What follows belongs to an exercise in optimizing a design on an open flow for small area, a short achievable clock period and few clock cycles per item; a production flow would make more cautious choices.
Function was checked by simulation only, so behaviour that the tests miss may differ from the original.
Power and IR drop assume default switching activity.

**flow/design.v**
```verilog
module mem_bank_responder #(
   parameter int                DATA_W      = 16,
   parameter int                ADDR_W      = 8,
   parameter int                WAIT_CYCLES = 2,    
   parameter logic [ADDR_W-1:0] PROT_LIMIT  = ADDR_W'(8'h40)
) (
   input  logic              CLK100MHZ,
   input  logic              RST,
   input  logic              mb_sel,
   input  logic [ADDR_W-1:0] pc_addr,
   input  logic [ADDR_W-1:0] mb_addr,
   input  logic              mb_read,
   input  logic              mb_write,
   input  logic [DATA_W-1:0] mb_wdata,
   output logic [DATA_W-1:0] mb_rdata,
   output logic              mb_ack,
   output logic              mb_busy,
   output logic              mb_err
);
   localparam int DEPTH = 1 << ADDR_W;
   localparam int LO_W  = 4;                   
   localparam int HI_W  = ADDR_W - LO_W;       
   localparam int NGRP  = 1 << HI_W;
   localparam int GSZ   = 1 << LO_W;
   localparam int NPART = 4;
   localparam bit PROT_EN = 1'b0;
   localparam int RING_B = 2;                    
   localparam int RING   = 1 << RING_B;
   localparam int NRING  = DEPTH / RING;
   localparam int AGE_W  = 3;                    
   localparam logic [AGE_W-1:0] AGE_OLD = AGE_W'(RING + 1);
   logic              strobe_q;      
   logic              armed;         
   logic              req_wait;      
   logic              ack_q;
   logic              busy_q;
   logic              err_q;
   logic [RING_B-1:0] rot;           
   logic              rot_init;      
   logic [RING_B-1:0] tgt_q [RING];  
   logic              sb_v    [2];
   logic [ADDR_W-1:0] sb_addr [2];
   logic [DATA_W-1:0] sb_data [2];
   logic              sb_ptr;        
   logic [AGE_W-1:0]  lw_age;        
   logic [ADDR_W-1:0] lw_addr;       
   logic [DATA_W-1:0] ring [NRING][RING];
   logic              strobe_any;
   logic              req_edge;
   logic              req_active;
   logic              req_ok;
   logic              accept;
   logic [ADDR_W-1:0] sel_addr;
   logic              reject_now;
   logic              store_now;
   logic              recent;
   logic              sb_c    [2];   
   logic [DATA_W-1:0] wbus;
   logic [RING-1:0]   pos_hit;       
   logic [GSZ-1:0]    lo_oh;
   logic [NGRP-1:0]   hi_oh;
   logic [DATA_W-1:0] rd_grp [NGRP];
   logic [DATA_W-1:0] rd_part   [NPART];   
   logic [DATA_W-1:0] rd_part_n [NPART];   
   assign strobe_any = mb_read | mb_write;
   assign sel_addr   = mb_sel ? mb_addr : pc_addr;
   assign req_edge   = strobe_any & ~strobe_q & armed;
   assign req_active = req_edge | req_wait;
   assign reject_now = (mb_read & mb_write)
                     | (PROT_EN & mb_write & ~mb_read & (sel_addr < PROT_LIMIT));
   assign store_now  = mb_write & ~reject_now;
   assign lw_addr = sb_addr[~sb_ptr];
   assign recent  = (lw_age <= AGE_W'(RING));
   always_comb begin
      if (reject_now)
         req_ok = 1'b1;
      else if (mb_write)
         req_ok = !(recent && lw_age != AGE_W'(RING)
                    && sel_addr[RING_B-1:0] == lw_addr[RING_B-1:0]);
      else
         req_ok = !(recent && sel_addr == lw_addr);
   end
   assign accept = req_active & req_ok;
   always_ff @(posedge CLK100MHZ) begin
      if (RST) begin
         strobe_q <= 1'b0;
         armed    <= 1'b0;
         req_wait <= 1'b0;
         ack_q    <= 1'b0;
         busy_q   <= 1'b0;
         err_q    <= 1'b0;
      end else begin
         strobe_q <= strobe_any;
         if (!strobe_any) begin
            armed <= 1'b1;
         end
         req_wait <= req_active & ~req_ok;
         ack_q    <= accept;
         busy_q   <= req_active;
         err_q    <= accept & reject_now;
      end
   end
   always_comb begin
      for (int k = 0; k < 2; k++)
         sb_c[k] = sb_v[k] && (sb_addr[k][RING_B-1:0] == ~rot);
      wbus = sb_c[0] ? sb_data[0] : sb_data[1];
   end
   always_ff @(posedge CLK100MHZ) begin
      if (!RST || rot_init) begin
         rot <= rot + 1'b1;
         for (int p = 0; p < RING; p++) tgt_q[p] <= RING_B'(p) - rot - 1'b1;
         for (int k = 0; k < 2; k++) begin
            if (sb_c[k]) sb_v[k] <= 1'b0;
         end
         if (lw_age < AGE_OLD) lw_age <= lw_age + 1'b1;
         if (!RST && accept && store_now) begin
            sb_v[sb_ptr] <= 1'b1;
            sb_ptr       <= ~sb_ptr;
            lw_age       <= AGE_W'(1);
         end
      end else begin
         rot      <= '0;
         for (int p = 0; p < RING; p++) tgt_q[p] <= RING_B'(p);
         sb_v[0]  <= 1'b0;
         sb_v[1]  <= 1'b0;
         sb_ptr   <= 1'b0;
         lw_age   <= AGE_OLD;
         rot_init <= 1'b1;
      end
   end
   always_ff @(posedge CLK100MHZ) begin
      for (int k = 0; k < 2; k++) begin
         if (sb_ptr == 1'(k)) begin
            sb_addr[k] <= sel_addr;
            sb_data[k] <= mb_wdata;
         end
      end
   end
   always_comb begin
      for (int p = 0; p < RING; p++) pos_hit[p] = (sel_addr[RING_B-1:0] == tgt_q[p]);
      for (int i = 0; i < GSZ; i++)
         lo_oh[i] = pos_hit[i % RING]
                  & (sel_addr[LO_W-1:RING_B] == (LO_W-RING_B)'(i / RING));
      for (int g = 0; g < NGRP; g++) hi_oh[g] = (sel_addr[ADDR_W-1:LO_W] == HI_W'(g));
      for (int j = 0; j < NPART; j++) rd_part[j] = '0;
      for (int g = 0; g < NGRP; g++) begin
         rd_grp[g] = '0;
         for (int i = 0; i < GSZ; i++) begin
            rd_grp[g] = rd_grp[g]
                      | ({DATA_W{lo_oh[i]}} & ring[(g*GSZ + i) / RING][i % RING]);
         end
         rd_part[g / (NGRP / NPART)] = rd_part[g / (NGRP / NPART)]
                                     | ({DATA_W{hi_oh[g]}} & rd_grp[g]);
      end
   end
   always_ff @(posedge CLK100MHZ) begin
      for (int j = 0; j < NPART; j++) rd_part_n[j] <= ~rd_part[j];
   end
   always_comb begin
      mb_rdata = '1;
      for (int j = 0; j < NPART; j++) mb_rdata = mb_rdata & rd_part_n[j];
      mb_rdata = ~mb_rdata;
   end
   assign mb_ack  = ack_q;
   assign mb_busy = busy_q;
   assign mb_err  = err_q;
   always_ff @(posedge CLK100MHZ) begin
      for (int r = 0; r < NRING; r++) begin
         for (int p = 1; p < RING; p++) ring[r][p] <= ring[r][p-1];
         if ((sb_c[0] && sb_addr[0][ADDR_W-1:RING_B] == (ADDR_W-RING_B)'(r))
          || (sb_c[1] && sb_addr[1][ADDR_W-1:RING_B] == (ADDR_W-RING_B)'(r)))
            ring[r][0] <= wbus;
         else
            ring[r][0] <= ring[r][RING-1];
      end
   end
endmodule
```
**flow/standard.sh**
```bash
#!/bin/bash
# synth_recipe.tcl (not shown) runs the flow's synth.tcl, then flattens the netlist and writes it again
# the make line also repeats each setting of config.mk as NAME=value (left out here)
make -C /OpenROAD-flow-scripts/flow DESIGN_CONFIG=/design/flow/config.mk WORK_HOME=/design/flow/orfs CLKGATE_MAP_FILE= SYNTH_SCRIPT=/design/flow/synth_recipe.tcl "${@:-finish}"
```
**flow/config.mk**
```make
export PLATFORM = sky130hd
export DESIGN_NAME = mem_bank_responder
export DESIGN_NICKNAME = mem_bank_responder
export VERILOG_FILES = /design/flow/design.v
export SDC_FILE = /design/flow/constraint.sdc
export NUM_CORES = 4
export LEC_CHECK = 0
export CAP_MARGIN = 20
export CORE_MARGIN = 2
export CORE_UTILIZATION = 55
export CTS_BUF_LIST = sky130_fd_sc_hd__clkbuf_16
export CTS_CLUSTER_DIAMETER = 50
export CTS_CLUSTER_SIZE = 20
export PLACE_DENSITY = 0.7
export SETUP_SLACK_MARGIN = 3.0
export SLEW_MARGIN = 20
export TNS_END_PERCENT = 100
export BUFFER_PORTS_ARGS = -buffer_cell sky130_fd_sc_hd__buf_4
export CTS_ARGS = -sink_clustering_enable -repair_clock_nets -dont_use_dummy_load -buf_list sky130_fd_sc_hd__clkbuf_16 -sink_clustering_size 20 -sink_clustering_max_diameter 50
```
**flow/flow/run.sh**
```bash
#!/bin/bash
set -euo pipefail
cat >> config.mk <<'EOT'
export BUFFER_PORTS_ARGS = -buffer_cell sky130_fd_sc_hd__buf_4
export CTS_ARGS = -sink_clustering_enable -repair_clock_nets -dont_use_dummy_load -buf_list sky130_fd_sc_hd__clkbuf_16 -sink_clustering_size 20 -sink_clustering_max_diameter 50
EOT
bash standard.sh > standard.log 2>&1
```
**flow/constraint.sdc**
```tcl
create_clock -name core_clock -period 6.0 [get_ports {CLK100MHZ}]
set_input_delay 1.2000 -clock core_clock [delete_from_list [all_inputs] [get_ports {CLK100MHZ}]]
set_output_delay 1.2000 -clock core_clock [all_outputs]
set_load 0.01 [all_outputs]
```
==> results of run 1 <==
==> placed cells by master (no fill, tap or decap), drive strengths merged, types with 64 or more instances in the layout <==
cell	n
a21oi	1026
a221oi	512
a22o	512
a22oi	1024
a31oi	257
buf	426
clkbuf	299
dfxtp	4176
nor2	1303
nor4	64
o22ai	575
==> logic make-up after synthesis <==
| group | count (synthesis) |
|---|---|
| DFF | 4226 |
| AOI/OAI and AO/OA | 3914 |
| and+or+nand+nor | 1492 |
| buffers and inverters | 904 |
| muxes | 34 |
| xor gates and xnor gates | 19 |
| adders and majority gates | 2 |
==> how the worst max path moves through the flow <==
| stage | slack, ns | end | cells after the start |
|---|---|---|---|
| floorplan | 2.85 | rd_part_n[0][2] | 11 |
| global placement | 1.38 | rd_part_n[0][5] | 9 |
| detailed placement | 1.36 | rd_part_n[0][5] | 9 |
| CTS | 2.57 | mb_rdata[5] | 2 |
| global route | 2.77 | mb_rdata[11] | 2 |
| finish | 2.76 | mb_rdata[11] | 2 |
==> cell type report <==
class                   instances  area [sq um]  share of cell area [%]
flip-flops and latches       4226         85230                   61.97
multi-input cells            5467         35820                   26.04
clock buffers                 291          7282                   5.294
repair buffers                443          5403                   3.928
well taps                    2975          3722                   2.706
inverters                      15         56.30                 0.04094
diodes                         11         27.53                 0.02001
==> where the power goes <==
part,total (mW),switching [mW],internal (mW)
registers,28.5,0.182,28.3
clock network,17.6,9.03,8.60
logic,1.97,1.49,0.476
==> state kept, by name (all words and copies together) (netlist names) <==
register / count
sb_v: 2
ack_q: 1
sb_data: 32
sb_addr: 16
req_wait: 1
rd_part_n: 64
busy_q: 1
tgt_q: 4
ring: 4096
strobe_q: 1
armed: 1
sb_ptr: 1
rot: 2
lw_age: 3
err_q: 1
==> stage by stage <==
stage          utilization (%)  hold slack [ns]  std cells  instance area, sq um  worst slack (ns)
3_5_place_dp             57.04           0.3355      12990                126700             1.363
2_1_floorplan                -           0.3258      10590                123100             2.846
3_3_place_gp             57.04           0.3313      12990                126700             1.377
4_1_cts                  61.32           0.3137      13370                136200             2.573
6_report                 61.93           0.3090      13430                137500             2.763
5_1_grt                  61.92           0.3072      13420                137500             2.769
==> critical path: stages (launching register included) <==
cell     delay, ns
dfxtp_4       0.44
nand4_1       0.33
buf_4         0.27
==> per-layer routing <==
metal  share of wire (%)  up-vias  GRT usage (%)
li1                    -    38580              -
met1                  39    44220          43.85
met2                  44     5742          51.78
met3                  11     1167          7.323
met4                 5.6       26          17.63
met5               0.055        -              0
==> repair_timing <==
item,4_1_cts,5_1_grt
buffers inserted,62,36
pin swaps,69,69
cloned,27,13
endpoints found under the setup margin,743,642
resized for setup,230,146
==> reports/metrics.csv, run 1 <==
metric;value;unit
cts_tree;yes;
fmax;0.3089;GHz
power;48.13;mW
worstRegToRegCells;7;
synth_warnings;9;
period_share;53.95;%
synth_area_leaders;dfxtp_1 (68%), a22oi_1 (6.3%), a21oi_1 (4.2%), nor2_1 (4.0%), a221oi_1 (3.7%);
synth.distinct_cells;48;
min_to;ring[37][0];
drt-initial-drc-count;11790;
place.gp.congestion;0.8976;
startpoint;rd_part_n[0][11];
numClockSinks;4226;
synth-async-reset-ratio;0;%
antenna_found_initial;25;
clk_pin_slew;0.08;ns
viasPerCell;6.683;
drive_gt1_share;10.29;%
ys.flop_type;dfxtp_1;
cp_max_fo;1;
period_needed;3.237;ns
drcViolationCount;0;
die_width;476.4;um
setup_viol;0;
synth_seq_cells;4226;
ys_seq_area_share;69.34;%
synth_fp_nets;10630;
area_delta_synth_final;12.06;%
cts_hold_buf;0;
rrSetupSlack;2.98;ns
track_usage;33.42;%
cp_data_arrival_time;2.04;ns
die_y;476.4;um
dieArea;0.2270;sq mm
yosysTopAreaCell;dfxtp_1;
clockBufferDepth;4;
power_density;349.9;mW/mm^2
syn_area;0.1227;sq mm
hp-start;ring[36][0];
hold_path.class;reg -> reg;
worstSetupPathType;reg -> out;
netlist_instances;10590;
synth_compound_area_share;22.20;%
cts_root_buf;clkbuf_16;
insertion_delay;0.96;ns
syn_area_per_cell;11.59;sq um
synthMuxAreaShare;0.3007;%
overflow;0;
p_leak;48.08;nW
worstPathRequired;4.80;ns
vias;89740;
yosysMostFrequentCell;dfxtp_1;
worst_setup_path_start_kind;register;
timing.rr.start;rot[1];
rows;173;
hold_depth;0;
drt.antenna.violating_nets;0;
status;finished clean;
port_buffers;55;
coreArea;0.2221;sq mm
cts_buffers;291;
yosys-top-cells-count;dfxtp_1 (4176), nor2_1 (1301), a21oi_1 (1026), a22oi_1 (1024), clkbuf_1 (555);
fin_setup_tns;0;ns
synth_edf_count;50;
fin_skew;0.06844;ns
worstReg2RegEnd;ring[200][14];
hold_viol_final;0;
cap_violations;0;
synth_top_family_by_area;compound AO/OA/AOI/OAI gates;
nets;10480;
grt_max_degree;125;
grt_pass1_vias;87240;
synthAdderAreaFrac;0.02039;%
wl;401100;um
rsz0062_at_grt;true;
dr.pass1.iters;8;
dp_hpwl;210500;um
synth_top_area_share;68.11;%
synth-simple-area-share;4.871;%
start_util;55.27;%
tightestPinTransition;0.9324;ns
relSlewSlack;37.84;%
ios;56;
end_kind;output pin;
peakVddDrop;0.2232;mV
synth_xor_xnor_area_share;0.1631;%
cts_max_level;5;
routedWlPerCell;29.87;um
slew_viol_final;0;
grt_first_pass_wirelength;574200;um
nFillCells;17120;
Testbench counts, summed over its fixed seeds: cycles 36,215, items 12,000.
==> run 2, diff against run 1 <==
--- a/flow/design.v
+++ b/flow/design.v
@@ -118,4 +118,5 @@
             sb_ptr       <= ~sb_ptr;
             lw_age       <= AGE_W'(1);
+            rot_init     <= 1'b1;
          end
       end else begin
--- a/flow/config.mk
+++ b/flow/config.mk
@@ -6,13 +6,13 @@
 export NUM_CORES = 4
 export LEC_CHECK = 0
-export CAP_MARGIN = 20
+export CAP_MARGIN = 10
 export CORE_MARGIN = 2
-export CORE_UTILIZATION = 55
+export CORE_UTILIZATION = 50
 export CTS_BUF_LIST = sky130_fd_sc_hd__clkbuf_16
 export CTS_CLUSTER_DIAMETER = 50
 export CTS_CLUSTER_SIZE = 20
-export PLACE_DENSITY = 0.7
+export PLACE_DENSITY = 0.65
 export SETUP_SLACK_MARGIN = 3.0
-export SLEW_MARGIN = 20
+export SLEW_MARGIN = 10
 export TNS_END_PERCENT = 100
 export BUFFER_PORTS_ARGS = -buffer_cell sky130_fd_sc_hd__buf_4
==> run 2 against run 1 <==
Synthesized area unchanged. Maximum frequency about the same. Sequential power about the same. Clock skew up 0.016 ns. Final area down 0.11%. Non-clock buffer count down 2. Clock-buffer cell count up 1. Largest cell class unchanged.
==> reports/metrics.csv, run 2 <==
metric;value;unit
area_delta_synth_final;11.94;%
ys.flop_type;dfxtp_1;
hold_path.class;reg -> reg;
fin_skew;0.08413;ns
period_share;53.93;%
setup_viol;0;
synth_seq_cells;4226;
drcViolationCount;0;
layout_commonest_cell;dfxtp_1;
place_inst;13220;
ios;56;
synthMuxAreaShare;0.3007;%
final_cell_mix;dfxtp_1 (4131), nor2_1 (1296), a21oi_1 (1026);
grt_max_degree;113;
synth_top_family_by_area;compound AO/OA/AOI/OAI gates;
cp_max_fo;1;
rows;181;
drt-initial-drc-count;10910;
netlist_instances;10590;
ys_seq_area_share;69.34;%
syn_area;0.1227;sq mm
yosys-top-cells-count;dfxtp_1 (4176), nor2_1 (1301), a21oi_1 (1026), a22oi_1 (1024), clkbuf_1 (555);
synthAdderAreaFrac;0.02039;%
grt_first_pass_wirelength;572300;um
fin_setup_tns;0;ns
slew_viol_final;0;
holdWs;0.3075;ns
tightestPinTransition;1.229;ns
port_buffers;55;
stdcell_count;13660;
cap_violations;0;
syn_area_per_cell;11.59;sq um
cts_root_buf;clkbuf_16;
start_util;50.37;%
cp_cell_sequence;nand4_1, buf_4;
clockBufferDepth;4;
setup_slack;2.764;ns
end_kind;output pin;
overflow;0;
synth_fp_nets;10630;
rsz0062_at_grt;true;
grt_pass1_vias;86280;
synth_warnings;9;
coreArea;0.2437;sq mm
clk_pin_slew;0.08;ns
routedWlPerCell;29.80;um
power;48.24;mW
drive_gt1_share;9.376;%
yosysTopAreaCell;dfxtp_1;
cts_buffers;292;
wl;406900;um
track_usage;30.33;%
dieArea;0.2495;sq mm
synth_edf_count;50;
fmax;0.3090;GHz
synth_compound_area_share;22.20;%
cp_data_arrival_time;2.04;ns
cts_hold_buf;0;
synth_xor_xnor_area_share;0.1631;%
peakVddDrop;0.2608;mV
worstSetupPathType;reg -> out;
insertion_delay;0.94;ns
status;finished clean;
largest_reg_flops;4096;
nFillCells;19780;
nets;10480;
placed_cell_area;0.1272;sq mm
worstPathRequired;4.80;ns
viasPerCell;6.520;
regMostFlops;ring;
synth.distinct_cells;48;
synth_top_area_share;68.11;%
die_width;499.5;um
drt.antenna.violating_nets;0;
relSlewSlack;17.98;%
worst_setup_path_start_kind;register;
cp_slowest_stage_delay;0.46;ns
reg_top3;ring x4096, rd_part_n x64, sb_data x32;
dr.pass1.iters;6;
cts_tree;yes;
hold_viol_final;0;
yosysMostFrequentCell;dfxtp_1;
synth-async-reset-ratio;0;%
cp_slowest_cell;dfxtp_4;
p_leak;47.96;nW
synth_area_leaders;dfxtp_1 (68%), a22oi_1 (6.3%), a21oi_1 (4.2%), nor2_1 (4.0%), a221oi_1 (3.7%);
antenna_found_initial;15;
dp_hpwl;212500;um
numClockSinks;4226;
die_y;499.5;um
synth-simple-area-share;4.871;%
final_area;0.1374;sq mm
vias;89030;
place_ws;1.380;ns
power_density;351.1;mW/mm^2
place.gp.congestion;0.8735;
cts_max_level;5;
period_needed;3.236;ns
final_util;56.38;%
-- run 2: changes by cell type in the layout (fill, tap and decap cells not counted), sizes merged --
cell,delta
buf,-11
bufbuf,-6
clkbuf,+16
diode,+1
-- run 2: timing repair --
item | in CTS | in global routing
buffers inserted | 77 | 22
gates resized for setup | 139 | 140
setup endpoints to repair | 1034 | 407
pin swaps | 37 | 40
gates cloned | 11 | 25
-- run 2: cells by family after synthesis --
group                      count (synthesis)
AOI/OAI and AO/OA                       3914
xor gates and xnor gates                  19
adders and majority gates                  2
buffers and inverters                    904
DFF                                     4226
muxes                                     34
and+or+nand+nor                         1492
-- run 2: area by class of cell --
class,count,area (sq um),share of cell area (%)
Antenna cell,12,30.03,0.02186
Sequential cell,4226,85220,62.02
Clock buffer,292,7307,5.318
Inverter,15,56.30,0.04098
Multi-Input combinational cell,5467,35290,25.68
Timing Repair Buffer,441,5494,3.999
Tap cell,3202,4006,2.916
-- run 2: critical path: cells and delay by family, from the launching register on --
kind          cells  cell delay (ns)
flops             1             0.46
simple gates      1             0.34
buf+inv           1             0.28
-- run 2: power by group --
group,total [mW],internal (mW),switching [mW]
Sequential,28.5,28.4,0.179
Combinational,1.99,0.487,1.51
Clock,17.7,8.63,9.08
Total,48.2,37.5,10.8
-- run 2: routing by layer --
metal	global-route usage, %	routed length, um
met5	0	0
met2	47.51	183000
met3	5.447	39040
met4	13.93	18250
met1	40.87	166600
-- run 2: final timing paths --
path,startpoint,depth (start not counted),to,slack [ns]
worst max-delay path,rd_part_n[2][13],2,mb_rdata[13],2.76
worst min-delay path,ring[164][2],0,ring[165][2],0.31
worst max register to register,rot[0],8,ring[128][3],3.07
worst min register to register,ring[164][2],0,ring[165][2],0.31
Testbench counts of run 2, summed over its fixed seeds: cycles 36,215, items 12,000.
==> run 3, diff against run 2 <==
--- a/flow/design.v
+++ b/flow/design.v
@@ -28,4 +28,5 @@
    localparam int RING   = 1 << RING_B;
    localparam int NRING  = DEPTH / RING;
+   localparam int GPP    = NGRP / RING;          
    localparam int AGE_W  = 3;                    
    localparam logic [AGE_W-1:0] AGE_OLD = AGE_W'(RING + 1);
@@ -77,5 +78,5 @@
       else if (mb_write)
          req_ok = !(recent && lw_age != AGE_W'(RING)
-                    && sel_addr[RING_B-1:0] == lw_addr[RING_B-1:0]);
+                    && sel_addr[ADDR_W-1 -: RING_B] == lw_addr[ADDR_W-1 -: RING_B]);
       else
          req_ok = !(recent && sel_addr == lw_addr);
@@ -103,5 +104,5 @@
    always_comb begin
       for (int k = 0; k < 2; k++)
-         sb_c[k] = sb_v[k] && (sb_addr[k][RING_B-1:0] == ~rot);
+         sb_c[k] = sb_v[k] && (sb_addr[k][ADDR_W-1 -: RING_B] == ~rot);
       wbus = sb_c[0] ? sb_data[0] : sb_data[1];
    end
@@ -118,5 +119,4 @@
             sb_ptr       <= ~sb_ptr;
             lw_age       <= AGE_W'(1);
-            rot_init     <= 1'b1;
          end
       end else begin
@@ -139,9 +139,9 @@
    end
    always_comb begin
-      for (int p = 0; p < RING; p++) pos_hit[p] = (sel_addr[RING_B-1:0] == tgt_q[p]);
-      for (int i = 0; i < GSZ; i++)
-         lo_oh[i] = pos_hit[i % RING]
-                  & (sel_addr[LO_W-1:RING_B] == (LO_W-RING_B)'(i / RING));
-      for (int g = 0; g < NGRP; g++) hi_oh[g] = (sel_addr[ADDR_W-1:LO_W] == HI_W'(g));
+      for (int p = 0; p < RING; p++) pos_hit[p] = (sel_addr[ADDR_W-1 -: RING_B] == tgt_q[p]);
+      for (int i = 0; i < GSZ; i++) lo_oh[i] = (sel_addr[LO_W-1:0] == LO_W'(i));
+      for (int g = 0; g < NGRP; g++)
+         hi_oh[g] = pos_hit[g / GPP]
+                  & (sel_addr[ADDR_W-RING_B-1:LO_W] == (HI_W-RING_B)'(g % GPP));
       for (int j = 0; j < NPART; j++) rd_part[j] = '0;
       for (int g = 0; g < NGRP; g++) begin
@@ -149,5 +149,5 @@
          for (int i = 0; i < GSZ; i++) begin
             rd_grp[g] = rd_grp[g]
-                      | ({DATA_W{lo_oh[i]}} & ring[(g*GSZ + i) / RING][i % RING]);
+                      | ({DATA_W{lo_oh[i]}} & ring[(g % GPP) * GSZ + i][g / GPP]);
          end
          rd_part[g / (NGRP / NPART)] = rd_part[g / (NGRP / NPART)]
@@ -169,6 +169,6 @@
       for (int r = 0; r < NRING; r++) begin
          for (int p = 1; p < RING; p++) ring[r][p] <= ring[r][p-1];
-         if ((sb_c[0] && sb_addr[0][ADDR_W-1:RING_B] == (ADDR_W-RING_B)'(r))
-          || (sb_c[1] && sb_addr[1][ADDR_W-1:RING_B] == (ADDR_W-RING_B)'(r)))
+         if ((sb_c[0] && sb_addr[0][ADDR_W-RING_B-1:0] == (ADDR_W-RING_B)'(r))
+          || (sb_c[1] && sb_addr[1][ADDR_W-RING_B-1:0] == (ADDR_W-RING_B)'(r)))
             ring[r][0] <= wbus;
          else
==> flow/flow/run.sh (replaced) <==
#!/bin/bash
set -euo pipefail
cat >> config.mk <<'EOT'
export BUFFER_PORTS_ARGS = -buffer_cell sky130_fd_sc_hd__buf_4
export CTS_ARGS = -sink_clustering_enable -repair_clock_nets -dont_use_dummy_load -buf_list sky130_fd_sc_hd__clkbuf_16 -sink_clustering_size 24 -sink_clustering_max_diameter 60
EOT
bash standard.sh > standard.log 2>&1
==> flow/config.mk (replaced) <==
export PLATFORM = sky130hd
export DESIGN_NAME = mem_bank_responder
export DESIGN_NICKNAME = mem_bank_responder
export VERILOG_FILES = /design/flow/design.v
export SDC_FILE = /design/flow/constraint.sdc
export NUM_CORES = 4
export LEC_CHECK = 0
export CAP_MARGIN = 20
export CORE_MARGIN = 2
export CORE_UTILIZATION = 55
export CTS_BUF_LIST = sky130_fd_sc_hd__clkbuf_16
export CTS_CLUSTER_DIAMETER = 60
export CTS_CLUSTER_SIZE = 24
export PLACE_DENSITY = 0.7
export SETUP_SLACK_MARGIN = 3.0
export SLEW_MARGIN = 20
export TNS_END_PERCENT = 100
export BUFFER_PORTS_ARGS = -buffer_cell sky130_fd_sc_hd__buf_4
export CTS_ARGS = -sink_clustering_enable -repair_clock_nets -dont_use_dummy_load -buf_list sky130_fd_sc_hd__clkbuf_16 -sink_clustering_size 24 -sink_clustering_max_diameter 60
==> run 3 against run 2 <==
Maximum frequency up 0.63%. Utilization up 5.6 points. Via count up 16%. Clock-buffer cell count down 84. Critical path type is now in -> reg. Critical endpoint is now rd_part_n[3][14]. Largest cell class unchanged. Largest power group unchanged.
==> reports/metrics.csv, run 3 <==
metric;value;unit
status;finished clean;
antenna_found_initial;83;
port_buffers;55;
drive_gt1_share;11.12;%
synthAdderAreaFrac;0.02014;%
final_cell_mix;dfxtp_1 (4170), a21oi_1 (1192), nor2_1 (1068);
worstSetupPathType;in -> reg;
dr.pass1.iters;13;
yosysMostFrequentCell;dfxtp_1;
grt-busiest-layer;met2;
start_util;55.30;%
period_needed;3.216;ns
numClockSinks;4226;
overflow;0;
cts_buffers;208;
synth_top_area_share;67.29;%
cts_max_level;4;
ios;56;
power_density;328.7;mW/mm^2
clk_pin_slew;0.10;ns
routedWlPerCell;41.27;um
cts_tree;yes;
area_delta_synth_final;12.10;%
dp_hpwl;349400;um
coreArea;0.2247;sq mm
synth_edf_count;50;
synth_warnings;9;
fin_setup_tns;0;ns
worst_setup_path_start_kind;input port;
power;45.78;mW
period_share;53.59;%
cts_hold_buf;0;
critPathTopFamily;compound AO/OA/AOI/OAI gates;
hold_viol_final;0;
yosys-top-cells-count;dfxtp_1 (4176), a21oi_1 (1194), nor2_1 (1113), a22oi_1 (1065), nand2_1 (445);
end_kind;register;
hold_path.class;reg -> reg;
grt_pass1_vias;95110;
synth_fp_nets;10920;
synth_top_family_by_area;compound AO/OA/AOI/OAI gates;
syn_area;0.1242;sq mm
netlist_instances;10880;
cap_violations;0;
synth-simple-area-share;7.132;%
largest_reg_flops;4096;
layout_commonest_cell;dfxtp_1;
ys.flop_type;dfxtp_1;
track_usage;48.05;%
final_util;61.99;%
regMostFlops;ring;
viasPerCell;7.398;
cp_slowest_stage_delay;0.57;ns
cp_slowest_cell;nor2b_2;
synth_compound_area_share;20.48;%
relSlewSlack;8.906;%
place_ws;0.8710;ns
p_leak;50.58;nW
dieArea;0.2297;sq mm
synth_seq_cells;4226;
rsz0062_at_grt;true;
syn_area_per_cell;11.42;sq um
worstPathRequired;6.85;ns
vias;103600;
nets;10970;
slew_viol_final;0;
peakVddDrop;0.3406;mV
grt_util_met1;58.90;%
grt_use_met2;63.90;%
die_y;479.3;um
ys_seq_area_share;68.49;%
clockBufferDepth;3;
setup_slack;2.784;ns
reg_top3;ring x4096, rd_part_n x64, sb_data x32;
setup_viol;0;
cp_max_fo;10;
grt_max_degree;74;
yosysTopAreaCell;dfxtp_1;
cp_data_arrival_time;4.06;ns
cts_root_buf;clkbuf_16;
rows;174;
die_width;479.3;um
synthMuxAreaShare;0.5378;%
grtUsageMet3;22.23;%
cp_cell_sequence;buf_4, nor2b_2, a22o_4, buf_4, buf_4, buf_4, a22oi_1, o211ai_1, o31a_1, and4bb_1;
drcViolationCount;0;
synth_area_leaders;dfxtp_1 (67%), a22oi_1 (6.4%), a21oi_1 (4.8%), nor2_1 (3.4%), a222oi_1 (2.2%);
nFillCells;17620;
synth.distinct_cells;86;
path_buf_inv;4;
grt_first_pass_wirelength;768400;um
fin_skew;0.09257;ns
cpMostUsedCell;buf_4;
wl;577900;um
tightestPinTransition;1.363;ns
insertion_delay;0.93;ns
place.gp.congestion;1.036;
synth-async-reset-ratio;0;%
drt-initial-drc-count;23930;
drt.antenna.violating_nets;0;
synth_xor_xnor_area_share;0.1339;%
fmax;0.3110;GHz
[run 3: cell types whose count changed in the layout (fill, tap and decap cells not counted), moves of 166 or more]
cell,before,now
a21oi_1,1026,1192
a221oi_1,476,165
a222oi_1,0,269
a22o_1,512,241
a31oi_1,238,15
buf_4,246,465
nand2_1,36,435
nor2_1,1296,1068
o21ai_0,3,246
o22ai_1,512,60
[run 3: layer usage]
layer	vias to the layer above	share of wire, %
met5	-	0.083
met4	48	10
met3	3148	18
met2	11160	38
met1	49410	34
li1	39830	-
[run 3: worst reg2reg max path: stages, from the launching register on]
cell     delay, ns
dfxtp_1       0.54
xnor2_1       0.17
nor2_2        0.26
nand2_2       0.16
or2_2         0.64
o22ai_4       0.24
buf_6         0.59
nor2_1        0.10
a21oi_1       0.30
[run 3: cell type report]
class                   instances  area (sq um)  area share (%)
diodes                         79         197.7          0.1419
clock buffers                 208          5205           3.737
inverters                      17         81.33         0.05839
multi-input cells            5799         37370           26.84
flip-flops and latches       4226         85110           61.11
well taps                    2992          3744           2.688
repair buffers                683          7564           5.431
[run 3: cells by family (layout without fill, tap and decap cells)]
logic type / after synthesis / count (layout)
adder cells (fa/ha/maj): 2 / 2
multiplexers: 59 / 59
AND/OR/NAND/NOR: 2037 / 2038
AO/OA/AOI/OAI: 3676 / 3681
other: 0 / 79
flip-flops: 4226 / 4226
XOR/XNOR: 19 / 19
buffers and inverters: 862 / 908
[run 3: power by group]
group	total, mW	switching (mW)	internal, mW
Combinational	2.32	1.82	0.499
Sequential	28.6	0.196	28.4
Clock	14.9	8.74	6.15
[run 3: stage by stage]
stage | cell area (sq um) | cells | hold WS, ns
after floorplan | 125100 | 10880 | 0.3241
after global placement | 129800 | 13450 | 0.3284
after detailed placement | 130100 | 13460 | 0.3312
after CTS | 138200 | 13870 | 0.2866
after global routing | 139100 | 13940 | 0.2897
final | 139300 | 14000 | 0.2802
[run 3: worst paths after layout]
path	end	depth (start not counted)	startpoint	slack, ns
worst max-delay path	rd_part_n[3][14]	10	pc_addr[2]	2.78
worst min-delay path	ring[111][4]	0	ring[110][4]	0.28
worst max register to register	ring[124][0]	8	rot[0]	2.87
worst min register to register	ring[111][4]	0	ring[110][4]	0.28
[run 3: what timing repair did]
action	in CTS	in global routing
endpoints found under the hold margin	0	0
endpoints found under the setup margin	791	415
resized for setup	172	84
buffers inserted	189	48
gates cloned	16	5
pin swaps	90	26
Testbench counts of run 3, summed over its fixed seeds: cycles 36,252, items 12,000.
==> run 4, diff against run 3 <==
--- a/flow/config.mk
+++ b/flow/config.mk
@@ -15,5 +15,5 @@
 export SETUP_SLACK_MARGIN = 3.0
 export SLEW_MARGIN = 20
-export TNS_END_PERCENT = 100
+export TNS_END_PERCENT = 20
 export BUFFER_PORTS_ARGS = -buffer_cell sky130_fd_sc_hd__buf_4
 export CTS_ARGS = -sink_clustering_enable -repair_clock_nets -dont_use_dummy_load -buf_list sky130_fd_sc_hd__clkbuf_16 -sink_clustering_size 24 -sink_clustering_max_diameter 60
==> run 4 against run 3 <==
Sequential power hardly changed. Flip-flop and latch count stayed put. First-iteration DRC count is 0.13% higher. Critical path depth is 2 lower. Sequential share of layout area is 0.081 points higher. Clock-buffer cell count is 3 higher. Combinational power hardly changed. Register-to-register slack worse by 0.14 ns. Die area stayed put.
==> reports/metrics.csv, run 4 <==
metric;value;unit
cts_hold_buf;0;
ios;56;
relSlewSlack;13.52;%
rsz0062_at_grt;true;
vias;103300;
slew_viol_final;0;
fmax;0.2903;GHz
synth_edf_count;50;
cp_cell_sequence;bufbuf_16, or3_4, nor2_4, buf_4, a222oi_1, o2111ai_1, o21ai_0, and4_1;
critPathTopFamily;simple AND/OR/NAND/NOR gates;
grt_pass1_vias;95420;
synth_warnings;9;
path_buf_inv;2;
antenna_found_initial;93;
setup_viol;0;
die_width;479.3;um
netlist_instances;10880;
track_usage;48.53;%
netSwitchingFraction;23.49;%
peakVddDrop;0.2900;mV
grt_use_met2;63.69;%
area_delta_synth_final;11.95;%
grt_first_pass_wirelength;775700;um
cp_slowest_stage_delay;0.67;ns
start_util;55.30;%
hp-start;ring[224][8];
synth_top_area_share;67.29;%
synth_fp_nets;10920;
viasPerCell;7.363;
synth_seq_cells;4226;
largest_reg_flops;4096;
fin_skew;0.1028;ns
numClockSinks;4226;
power;45.92;mW
hold_path.class;reg -> reg;
cts_buffers;211;
tightestPinTransition;1.294;ns
final_cell_mix;dfxtp_1 (4174), a21oi_1 (1192), nor2_1 (1070);
cts_root_buf;clkbuf_16;
synth-async-reset-ratio;0;%
hold_viol_final;0;
die_y;479.3;um
drive_gt1_share;11.15;%
yosysTopAreaCell;dfxtp_1;
ys_seq_area_share;68.49;%
cap_violations;0;
cts_max_level;4;
worst_setup_path_start_kind;input port;
wl;578500;um
syn_area_per_cell;11.42;sq um
clk_pin_slew;0.10;ns
seqPwrFrac;62.2;%
worstPathRequired;6.83;ns
internal_power;35.13;mW
cts_tree;yes;
synth.distinct_cells;86;
port_buffers;55;
grt_util_met1;59.90;%
synth_area_leaders;dfxtp_1 (67%), a22oi_1 (6.4%), a21oi_1 (4.8%), nor2_1 (3.4%), a222oi_1 (2.2%);
coreArea;0.2247;sq mm
regMostFlops;ring;
insertion_delay;0.95;ns
fin_setup_tns;0;ns
nets;11000;
drt-initial-drc-count;23960;
status;finished clean;
end_kind;register;
yosys-top-cells-count;dfxtp_1 (4176), a21oi_1 (1194), nor2_1 (1113), a22oi_1 (1065), nand2_1 (445);
period_needed;3.444;ns
nFillCells;17700;
cp_max_fo;14;
layout_commonest_cell;dfxtp_1;
startpoint;mb_sel;
period_share;57.40;%
grt_max_degree;65;
syn_area;0.1242;sq mm
drt.antenna.violating_nets;0;
cp_data_arrival_time;4.27;ns
rows;174;
dieArea;0.2297;sq mm
dr.pass1.iters;13;
cp_slowest_cell;nor2_4;
grtUsageMet3;22.36;%
overflow;0;
ys.flop_type;dfxtp_1;
power.switching;10.78;mW
clockBufferDepth;3;
power_density;330.1;mW/mm^2
routedWlPerCell;41.21;um
place.gp.congestion;1.044;
timing.rr.start;sb_addr[0][6];
grt-busiest-layer;met2;
p_leak;50.62;nW
p_comb_share;5.1;%
reg_top3;ring x4096, rd_part_n x64, sb_data x32;
worstSetupPathType;in -> reg;
drcViolationCount;0;
yosysMostFrequentCell;dfxtp_1;
dp_hpwl;356800;um
pwr-share-clk;32.7;%
[run 4: cell counts after synthesis]
Identical to the previous run, type by type.
[run 4: path summary, 6_finish.rpt]
path / depth (start not counted) / slack [ns] / end
max: 8 / 2.56 / rd_part_n[1][5]
min reg2reg: 0 / 0.27 / ring[225][8]
max reg2reg: 10 / 2.73 / ring[32][11]
min: 0 / 0.27 / ring[225][8]
[run 4: area by class of cell]
| type | instances | area, sq um | area share [%] |
|---|---|---|---|
| antenna | 88 | 220.2 | 0.1583 |
| clock buffer | 211 | 5280 | 3.796 |
| tap | 2992 | 3744 | 2.692 |
| multi-input combinational | 5797 | 37150 | 26.71 |
| inverter | 17 | 116.4 | 0.08366 |
| sequential | 4226 | 85110 | 61.19 |
| timing repair inverter | 1 | 8.758 | 0.006297 |
| timing repair buffer | 704 | 7460 | 5.363 |
[run 4: logic make-up after synthesis]
kind of cell	synth area share [%]
flops	68.49
fa+ha+maj	0.02014
xor+xnor	0.1339
buf+inv	3.206
simple gates	7.132
mux	0.5378
compound gates	20.48
[run 4: repair_timing]
item                       CTS  global route
buffers inserted           138            63
resized for setup          197            34
gates cloned                17             3
pin swaps                   60            33
setup endpoints to repair  675           605
[run 4: metal layers]
layer | routed length, um | part of all wire [%] | up-vias
met1 | 197900 | 34 | 49340
met2 | 219200 | 38 | 11130
met3 | 100500 | 17 | 2953
li1 | - | - | 39870
met5 | 396 | 0.068 | -
met4 | 60520 | 10 | 54
[run 4: metrics by stage]
step	cells	area, sq um	setup WS [ns]	utilization [%]	hold WS [ns]
2_1_floorplan	10880	124700	2.922	-	0.3241
3_3_place_gp	13500	129900	0.4364	57.83	0.3272
3_5_place_dp	13510	130200	0.7421	57.96	0.3311
4_1_cts	13880	138000	2.695	61.43	0.2935
5_1_grt	13960	138900	2.675	61.82	0.2947
6_report	14040	139100	2.556	61.91	0.2748
[run 4: power by group through the flow]
stage               logic (mW)  registers, mW  clock network, mW
detailed placement        1.87           29.2                  0
CTS                       2.09           28.5               14.8
floorplan                0.792           29.1                  0
global route              2.22           28.6               15.8
finish                    2.34           28.6               15.0
global placement          1.85           29.2                  0
==> run 5, diff against run 4 <==
--- a/flow/design.v
+++ b/flow/design.v
@@ -23,5 +23,5 @@
    localparam int NGRP  = 1 << HI_W;
    localparam int GSZ   = 1 << LO_W;
-   localparam int NPART = 4;
+   localparam int NPART = 2;
    localparam bit PROT_EN = 1'b0;
    localparam int RING_B = 2;                    
--- a/flow/config.mk
+++ b/flow/config.mk
@@ -15,5 +15,5 @@
 export SETUP_SLACK_MARGIN = 3.0
 export SLEW_MARGIN = 20
-export TNS_END_PERCENT = 20
+export TNS_END_PERCENT = 100
 export BUFFER_PORTS_ARGS = -buffer_cell sky130_fd_sc_hd__buf_4
 export CTS_ARGS = -sink_clustering_enable -repair_clock_nets -dont_use_dummy_load -buf_list sky130_fd_sc_hd__clkbuf_16 -sink_clustering_size 24 -sink_clustering_max_diameter 60
==> run 5 against run 4 <==
Wire length is 26% lower. Die area is 2.2% lower. Utilization is 0.49 points higher. Global-route usage is 13 points lower. Clock-buffer cell count is 2 lower. Final cell count is 4.8% lower. Via count is 14% lower. Largest cell class unchanged. Sequential power is 1% lower. Maximum frequency is 7.1% lower. Clock skew is 0.0099 ns higher. Critical path type unchanged. Hold slack better by 0.0032 ns.
==> reports/metrics.csv, run 5 <==
metric;value;unit
status;finished clean;
overflow;0;
die_width;474.0;um
synth-simple-area-share;5.710;%
clk_pin_slew;0.09;ns
slew_viol_final;0;
setup_slack;2.294;ns
drive_gt1_share;12.74;%
antenna_found_initial;20;
synthMuxAreaShare;2.261;%
vias;88980;
grt_util_met1;46.37;%
multiInputGateArea;0.03564;sq mm
yosys-top-cells-count;dfxtp_1 (4144), a22oi_1 (1432), a21oi_1 (1091), nor2_1 (1077), clkbuf_1 (413);
grt_max_degree;126;
reg_top3;ring x4096, rd_part_n x32, sb_data x32;
fmax;0.2698;GHz
yosysTopAreaCell;dfxtp_1;
period_share;61.77;%
place_ws;0.3256;ns
drt.antenna.violating_nets;0;
final_cell_mix;dfxtp_1 (4138), a22oi_1 (1392), a21oi_1 (1091);
cts_buffers;209;
regArea;0.08447;sq mm
nets;10430;
worst_setup_path_start_kind;input port;
largest_reg_flops;4096;
grtUsageMet3;9.911;%
holdWs;0.2780;ns
worstRegToRegCells;8;
dieArea;0.2247;sq mm
synth-async-reset-ratio;0;%
syn_area_per_cell;11.75;sq um
grt_use_met2;53.21;%
path_buf_inv;5;
setup_viol;0;
grt_pass1_vias;84630;
worstSetupPathType;in -> reg;
fin_skew;0.1127;ns
critPathTopFamily;compound AO/OA/AOI/OAI gates;
synth_top_family_by_area;compound AO/OA/AOI/OAI gates;
netlist_instances;10350;
worstPathRequired;6.77;ns
cts_max_level;4;
regMostFlops;ring;
synth_compound_area_share;19.45;%
synth_xor_xnor_area_share;0.1297;%
synth_top_area_share;68.27;%
die_y;474.0;um
end_kind;register;
viasPerCell;6.659;
ys_seq_area_share;69.51;%
cts_tree;yes;
insertion_delay;0.93;ns
min_to;ring[58][2];
worstReg2RegEnd;rd_part_n[1][10];
hp-start;ring[57][2];
synth_seq_cells;4194;
cp_cell_sequence;buf_16, buf_12, buf_4, nand3_4, o32ai_4, buf_12, buf_16, a22oi_2, o211ai_1, o21ai_4, nand4_1, a2111oi_2;
peakVddDrop;0.2756;mV
timing.rr.start;rot[0];
drt-initial-drc-count;14920;
cap_violations;0;
hold_path.class;reg -> reg;
ys.flop_type;dfxtp_1;
cp_slowest_stage_delay;0.78;ns
nFillCells;16740;
synth_area_leaders;dfxtp_1 (68%), a22oi_1 (8.8%), a21oi_1 (4.5%), nor2_1 (3.3%), a222oi_1 (2.1%);
rows;172;
grt_first_pass_wirelength;587500;um
dp_hpwl;245400;um
tightestPinTransition;1.194;ns
yosysMostFrequentCell;dfxtp_1;
period_needed;3.706;ns
synth_edf_count;50;
rsz0062_at_grt;true;
track_usage;35.84;%
grt-busiest-layer;met2;
clockBufferDepth;3;
fin_setup_tns;0;ns
cts_root_buf;clkbuf_16;
power_density;325.3;mW/mm^2
synthAdderAreaFrac;0.02059;%
wl;428200;um
synth_warnings;9;
port_buffers;55;
rrSetupSlack;2.85;ns
coreArea;0.2197;sq mm
routedWlPerCell;32.04;um
hold_depth;0;
syn_area;0.1215;sq mm
numClockSinks;4194;
cp_slowest_cell;nand4_1;
cp_max_fo;50;
drcViolationCount;0;
synth_fp_nets;10380;
dr.pass1.iters;11;
ios;56;
p_leak;49.71;nW
synth.distinct_cells;63;
relSlewSlack;18.79;%
layout_commonest_cell;dfxtp_1;
cp_data_arrival_time;4.47;ns
place.gp.congestion;0.9684;
hold_viol_final;0;
area_delta_synth_final;12.83;%
start_util;55.30;%
## run 5: cell count changes after synthesis, moves of 115 or more
cell | previous run | this run
a221oi_1 | 173 | 25
a22o_1 | 241 | 37
a22oi_1 | 1065 | 1432
buf_2 | 431 | 316
mux2_2 | 15 | 165
nand2_1 | 445 | 160
nand3_1 | 173 | 28
nand4_1 | 123 | 283
o211ai_1 | 20 | 222
## run 5: layer usage
| metal | wire length [um] | vias up |
|---|---|---|
| met3 | 53540 | 1229 |
| met5 | 63 | - |
| met2 | 181900 | 6240 |
| met1 | 161500 | 43680 |
| li1 | - | 37830 |
| met4 | 31090 | 10 |
## run 5: power breakdown
group / internal [mW] / switching (mW) / total, mW / leakage, nW
Sequential: 28.1 / 0.131 / 28.2 / 33.9
Combinational: 0.532 / 1.17 / 1.70 / 13.3
Clock: 6.18 / 8.51 / 14.7 / 2.58
Total: 34.8 / 9.81 / 44.6 / 49.7
## run 5: timing repair
action                                  in CTS  in global routing
hold buffers                                 0                  0
setup buffers                              150                 65
resized for setup                          351                161
pin swaps                                  160                158
endpoints found under the setup margin     566                 84
cloned                                      48                 26
## run 5: kinds of logic after synthesis
group / count (synthesis)
and+or+nand+nor: 1604
adders and majority gates: 2
muxes: 246
AOI/OAI and AO/OA: 3455
DFF: 4194
buffers and inverters: 826
xor gates and xnor gates: 18
## run 5: layout make-up
type	instances	area share, %
inverter	19	0.07118
timing repair inverter	2	0.01278
tap	2958	2.699
antenna	15	0.02738
clock buffer	209	3.815
multi-input combinational	5327	25.99
sequential	4194	61.61
timing repair buffer	639	5.767
## run 5: worst max-delay path by stage
stage	start	end	slack, ns	cells after the start
after floorplan	mb_sel	rd_part_n[1][0]	2.88	12
after global placement	mb_sel	rd_part_n[1][7]	0.46	11
after detailed placement	mb_sel	rd_part_n[1][7]	0.33	11
after CTS	mb_sel	rd_part_n[1][7]	2.63	11
after global routing	mb_sel	rd_part_n[1][7]	2.39	11
final	mb_sel	rd_part_n[0][15]	2.29	12
## run 5: stage by stage
step | cell area [sq um] | instances | power [mW] | util [%]
4_1_cts | 135300 | 13260 | 44.33 | 61.59
5_1_grt | 137100 | 13350 | 45.54 | 62.39
3_3_place_gp | 126100 | 12850 | 29.97 | 57.40
2_1_floorplan | 122200 | 10350 | 29.46 | -
6_report | 137100 | 13360 | 44.59 | 62.40
3_5_place_dp | 126100 | 12850 | 30.00 | 57.40
Testbench counts of run 5, summed over its fixed seeds: cycles 36,252, items 12,000.

-- separate check: timing with driven ports --
Ports are ideal in the flow. The routed layouts listed here were re-timed in OpenROAD. Step 1: set_driving_cell puts a clkbuf_16 on CLK100MHZ and a buf_2 on each other input, an assumption about the parent block. Step 2 moves the port delays by t, midway between the first and last clock arrival at a register: inputs arrive t later, outputs are due t later. That takes back most of the time a late clock gives input paths. Three values: ideal ports, drivers, drivers and shift; two values: the first two.
run | t (ns) | slack for setup (ns) | latest minus earliest clock arrival (ns)
run 1 | 1.029 | 2.763 / 2.671 / 1.846 | 0.086 / 0.086
run 2 | 1.005 | 2.764 / 2.665 / 1.889 | 0.100 / 0.100
run 3 | 0.987 | 2.784 / 2.670 / 1.683 | 0.113 / 0.114
run 4 | 0.994 | 2.556 / 2.478 / 1.485 | 0.114 / 0.115
run 5 | 0.961 | 2.294 / 2.060 / 1.099 | 0.123 / 0.124
After both steps setup and hold are still met in every run listed. The setup slack of run 5, which loses most, moves by -0.234 ns with the drivers and by -1.195 ns with both steps.
